What follows belongs to an exercise in optimizing a design on an open flow for small area, a short achievable clock period and few clock cycles per item; a production flow would make more cautious choices. At most, simulation tests tie the RTL to the original design; equivalence was not proved. No activity file was given, so power comes from the tool's default toggle rates.

Design mipsExecUnit, start of the top module:
module mipsExecUnit (
    input  logic                                clk,
    input  logic                                rstN,
    input  logic                                inValid,
    output logic                                inReady,
    input  logic [mipsPkg::dataWidth-1:0]       instr,
    input  logic [mipsPkg::dataWidth-1:0]       rsValue,
    input  logic [mipsPkg::dataWidth-1:0]       rtValue,
    output logic                                outValid,
    input  logic                                outReady,
    output logic [mipsPkg::dataWidth-1:0]       outData,
    output logic [mipsPkg::regAddrWidth-1:0]    outDest,
    output logic                                outWriteEn,
    output logic                                outBranchTaken,
    output logic                                outIllegal
);
Size: roughly 1,200 cells after synthesis, ~130 flip-flops, ~10,000 um^2 of cells after synthesis.
==> flow/config.mk <==
export PLATFORM = sky130hd
export DESIGN_NAME = mipsExecUnit
export DESIGN_NICKNAME = mipsExecUnit
export VERILOG_FILES = /design/flow/design.v
export SDC_FILE = /design/flow/constraint.sdc
export NUM_CORES = 4
export LEC_CHECK = 0
export CAP_MARGIN = 20
export CORE_MARGIN = 2
export CORE_UTILIZATION = 40
export CTS_BUF_LIST = sky130_fd_sc_hd__clkbuf_8
export CTS_CLUSTER_DIAMETER = 100
export CTS_CLUSTER_SIZE = 30
export GPL_TIMING_DRIVEN = 1
export SETUP_SLACK_MARGIN = 2.2
export SLEW_MARGIN = 20
==> flow/constraint.sdc <==
create_clock -name core_clock -period 5.0 [get_ports {clk}]
set_input_delay 1.0000 -clock core_clock [delete_from_list [all_inputs] [get_ports {clk}]]
set_output_delay 1.0000 -clock core_clock [all_outputs]
set_load 0.01 [all_outputs]
standard.sh (not shown) runs the stock make flow with config.mk's settings and CLKGATE_MAP_FILE= SYNTH_SCRIPT=/design/flow/synth_recipe.tcl, a recipe that flattens the netlist after the stock synthesis.
==> flow/flow/run.sh <==
#!/bin/bash
# Layout flow: the standard ORFS flow with two changes.
#  - Synthesis is the standard one except for the ABC script that maps the
#    combinational logic (flow/abc.script, delay-targeted &nf mapping).
#    Registers are mapped before ABC runs, so they are the standard ones.
#  - Port buffers are buf_2 cells instead of the delay cell buffer_ports picks.
set -euo pipefail
here=$(pwd)
flowdir=$(cd "$(dirname "${BASH_SOURCE[0]}")" && pwd)

# synth.tcl with the ABC script swapped
sed "s#  log_cmd abc {\*}\$abc_args#  set abc_args [lreplace \$abc_args 0 1 -script $flowdir/abc.script]\n  log_cmd abc {*}\$abc_args#" \
    "$FLOW_HOME/scripts/synth.tcl" > "$here/synth_custom_abc.tcl"
grep -q "abc.script" "$here/synth_custom_abc.tcl"
sed "s#source \$::env(SCRIPTS_DIR)/synth.tcl#source $here/synth_custom_abc.tcl#" \
    "$here/synth_recipe.tcl" > "$here/synth_recipe_custom.tcl"
grep -q "synth_custom_abc.tcl" "$here/synth_recipe_custom.tcl"
sed "s#SYNTH_SCRIPT=[^ ]*synth_recipe.tcl#SYNTH_SCRIPT=$here/synth_recipe_custom.tcl#" \
    "$here/standard.sh" > "$here/standard_custom.sh"
grep -q "synth_recipe_custom.tcl" "$here/standard_custom.sh"

bash "$here/standard_custom.sh" \
    BUFFER_PORTS_ARGS="-buffer_cell sky130_fd_sc_hd__buf_2" finish > "$here/flow_make.log" 2>&1
==> flow/flow/abc.script <==

&get -n
&st
&dch
&nf -D 2000
&put
topo
buffer -p
upsize -D 2000
dnsize -D 2000
The baseline completed without violations.
Testbench counts at the start, summed over its fixed seeds: cycles 24,016, items 24,000.
Next try:
--- a/flow/design.v
+++ b/flow/design.v
@@ -60,16 +60,15 @@
     output logic                             downValid,
     input  logic                             downReady,
     output logic [mipsPkg::aluOpWidth-1:0]   downAluOp,
     output logic                             downCarryIn,
     output logic                             downShiftLeft,
     output logic [31:0]                      downPropagate,
     output logic [31:0]                      downGenerate,
-    output logic [4:0]                       downShiftAmtLo,
-    output logic [4:0]                       downShiftAmtHi,
+    output logic [4:0]                       downShiftAmt,
     output logic [4:0]                       downDest,
     output logic                             downBranchTaken,
     output logic                             downIllegal
 );
     logic [5:0]  op;
     logic [5:0]  fn;
     logic [4:0]  rtF;
@@ -138,25 +137,25 @@
                 default: illegal = 1'b1;
             endcase
         end
     end
     assign dest = (illegal || branch) ? 5'd0 : (isR ? instr[15:11] : rtF);
     assign isLui  = (op == mipsPkg::opLui);
     assign useImm = op[3];
-    assign sub    = op[3] ? (op[1] && !op[2]) : (fn[5] && fn[1] && !fn[2]);
+    assign sub    = !op[2] && (op[3] ? op[1] : (fn[5] && fn[1] && !fn[2]));
     assign imm    = isLui ? {instr[15:0], 16'd0}
                           : {{16{instr[15] && !op[2]}}, instr[15:0]};
-    assign shiftLeft = (aluOp == mipsPkg::aluSll);
+    assign shiftLeft = isR && (fn[5:3] == 3'b000) && (fn[1:0] == 2'b00);
     always_comb begin
         for (int i = 0; i < 32; i++) begin
-            rtOrdered[i] = (!fn[5] && !fn[1]) ? rtValue[31-i] : rtValue[i];
+            rtOrdered[i] = shiftLeft ? rtValue[31-i] : rtValue[i];
         end
     end
     assign operandB = (useImm ? imm : rtOrdered) ^ {32{sub}};
-    assign passB    = op[3] ? (op[2:0] == 3'b111) : !fn[5];
+    assign passB    = (isR && !fn[5]) || isLui;
     assign operandA = rsValue & {32{!passB}};
     assign shiftAmt = isLui ? 5'd0 : (fn[2] ? rsValue[4:0] : instr[10:6]);
     assign rsZero = (rsValue == 32'd0);
     assign rsNeg  = rsValue[31];
     assign eq     = (rsValue == rtValue);
     always_comb begin
         taken = 1'b0;
@@ -183,31 +182,29 @@
     always_ff @(posedge clk) begin
         if (inValid && inReady) begin
             downAluOp       <= aluOp;
             downCarryIn     <= sub;
             downShiftLeft   <= shiftLeft;
             downPropagate   <= operandA ^ operandB;
             downGenerate    <= operandA & operandB;
-            downShiftAmtLo  <= shiftAmt;
-            downShiftAmtHi  <= shiftAmt & {5{passB}};
+            downShiftAmt    <= shiftAmt;
             downDest        <= dest;
             downBranchTaken <= taken;
             downIllegal     <= illegal;
         end
     end
 endmodule
 `timescale 1ns/1ps
 module aluExecute (
     input  logic [mipsPkg::aluOpWidth-1:0] aluOp,
     input  logic                           carryIn,
     input  logic                           shiftLeft,
     input  logic [31:0]                    propagate,
     input  logic [31:0]                    generate_,
-    input  logic [4:0]                     shiftAmtLo,      
-    input  logic [4:0]                     shiftAmtHi,      
+    input  logic [4:0]                     shiftAmt,
     output logic [31:0]                    data
 );
     logic        selSum, selSlt, selSltu, selAnd, selOr, selXor, selNor;
     logic        selSll, selSrl, selSra;
     logic        cin;
     logic [31:0] p;
     logic [31:0] g;
@@ -248,26 +245,15 @@
     end
     assign carry = {gg[30:0] | (pp[30:0] & {31{cin}}), cin};
     assign sum   = p ^ carry;
     assign cout  = gg[31] | (pp[31] & cin);
     assign lessThan = selSltu ? !cout : (p[31] ? sum[31] : g[31]);
     assign shIn  = p;
     assign fill  = selSra & p[31];
-    always_comb begin
-        logic [31:0] x;
-        x = shIn;
-        for (int l = 0; l < 5; l++) begin
-            for (int i = 0; i < 32; i++) begin
-                if ((i < 16) ? shiftAmtLo[l] : shiftAmtHi[l]) begin
-                    x[i] = (i + (1 << l) < 32) ? x[i + (1 << l)] : fill;
-                end
-            end
-        end
-        shOut = x;
-    end
+    assign shOut = $signed({fill, shIn}) >>> shiftAmt;
     assign orv = p | g;
     always_comb begin
         for (int i = 0; i < 32; i++) begin
             data[i] = (selSum & sum[i])
                     | (selAnd & g[i])
                     | (selOr  & orv[i])
                     | (selXor & p[i])
@@ -336,16 +322,15 @@
     logic                               decValid;
     logic                               decReady;
     logic [mipsPkg::aluOpWidth-1:0]     decAluOp;
     logic                               decCarryIn;
     logic                               decShiftLeft;
     logic [31:0]                        decPropagate;
     logic [31:0]                        decGenerate;
-    logic [4:0]                         decShiftAmtLo;
-    logic [4:0]                         decShiftAmtHi;
+    logic [4:0]                         decShiftAmt;
     logic [4:0]                         decDest;
     logic                               decBranchTaken;
     logic                               decIllegal;
     logic [31:0]                        exeData;
     instrDecode uDecode (
         .clk             (clk),
         .rstN            (rstN),
@@ -357,28 +342,26 @@
         .downValid       (decValid),
         .downReady       (decReady),
         .downAluOp       (decAluOp),
         .downCarryIn     (decCarryIn),
         .downShiftLeft   (decShiftLeft),
         .downPropagate   (decPropagate),
         .downGenerate    (decGenerate),
-        .downShiftAmtLo  (decShiftAmtLo),
-        .downShiftAmtHi  (decShiftAmtHi),
+        .downShiftAmt    (decShiftAmt),
         .downDest        (decDest),
         .downBranchTaken (decBranchTaken),
         .downIllegal     (decIllegal)
     );
     aluExecute uExecute (
         .aluOp    (decAluOp),
         .carryIn  (decCarryIn),
         .shiftLeft(decShiftLeft),
         .propagate(decPropagate),
         .generate_(decGenerate),
-        .shiftAmtLo(decShiftAmtLo),
-        .shiftAmtHi(decShiftAmtHi),
+        .shiftAmt (decShiftAmt),
         .data     (exeData)
     );
     resultStage uResult (
         .clk            (clk),
         .rstN           (rstN),
         .upValid        (decValid),
         .upReady        (decReady),
Result: The changed run finished with timing, DRC and antenna clean. Worst setup slack gains 0.050 ns. Non-clock buffer count falls by 13. Via count came out higher by 1.8%. First-iteration DRC count drops by 2.5%. Critical path depth is unchanged. Global-route usage is higher by 0.45 points. Total power fell by 6.3%. Wire length rose by 2.1%. Utilization is lower by 0.31 points. Area after synthesis rose by 0.91%. Sequential power came out lower by about 4%. Register-to-register slack improved by 0.05 ns. Cell count went down by 0.96%. Combinational power went down by about 10%.
For the second run of this note, only the layout was checked, not whether the RTL still works.

## static timing again, ports no longer ideal
How much do the figures lean on ideal ports? The routed layouts below were timed once more, with nothing changed but the port constraints.
Step 1 sets driving cells, clkbuf_16 on the clock port and buf_2 on the other inputs (assumed; they add their load-dependent delay and slew).
Step 2 also shifts input and output timing later by t, the mid clock arrival at the registers, as if the neighbouring blocks saw the same clock.
Slacks: ideal / step 1 / step 2; pairs: ideal / step 1.
run	shift t [ns]	setup WS [ns]	hold slack, ns
the first run	0.502	2.152 / 2.152 / 1.803	0.297 / 0.275 / 0.427
the second run	0.495	2.202 / 2.202 / 1.784	0.303 / 0.286 / 0.426
After both steps setup and hold are still met in every run listed. For the second run, which loses most, drivers alone change the setup slack by 0.000 ns; drivers and shift together by -0.418 ns.
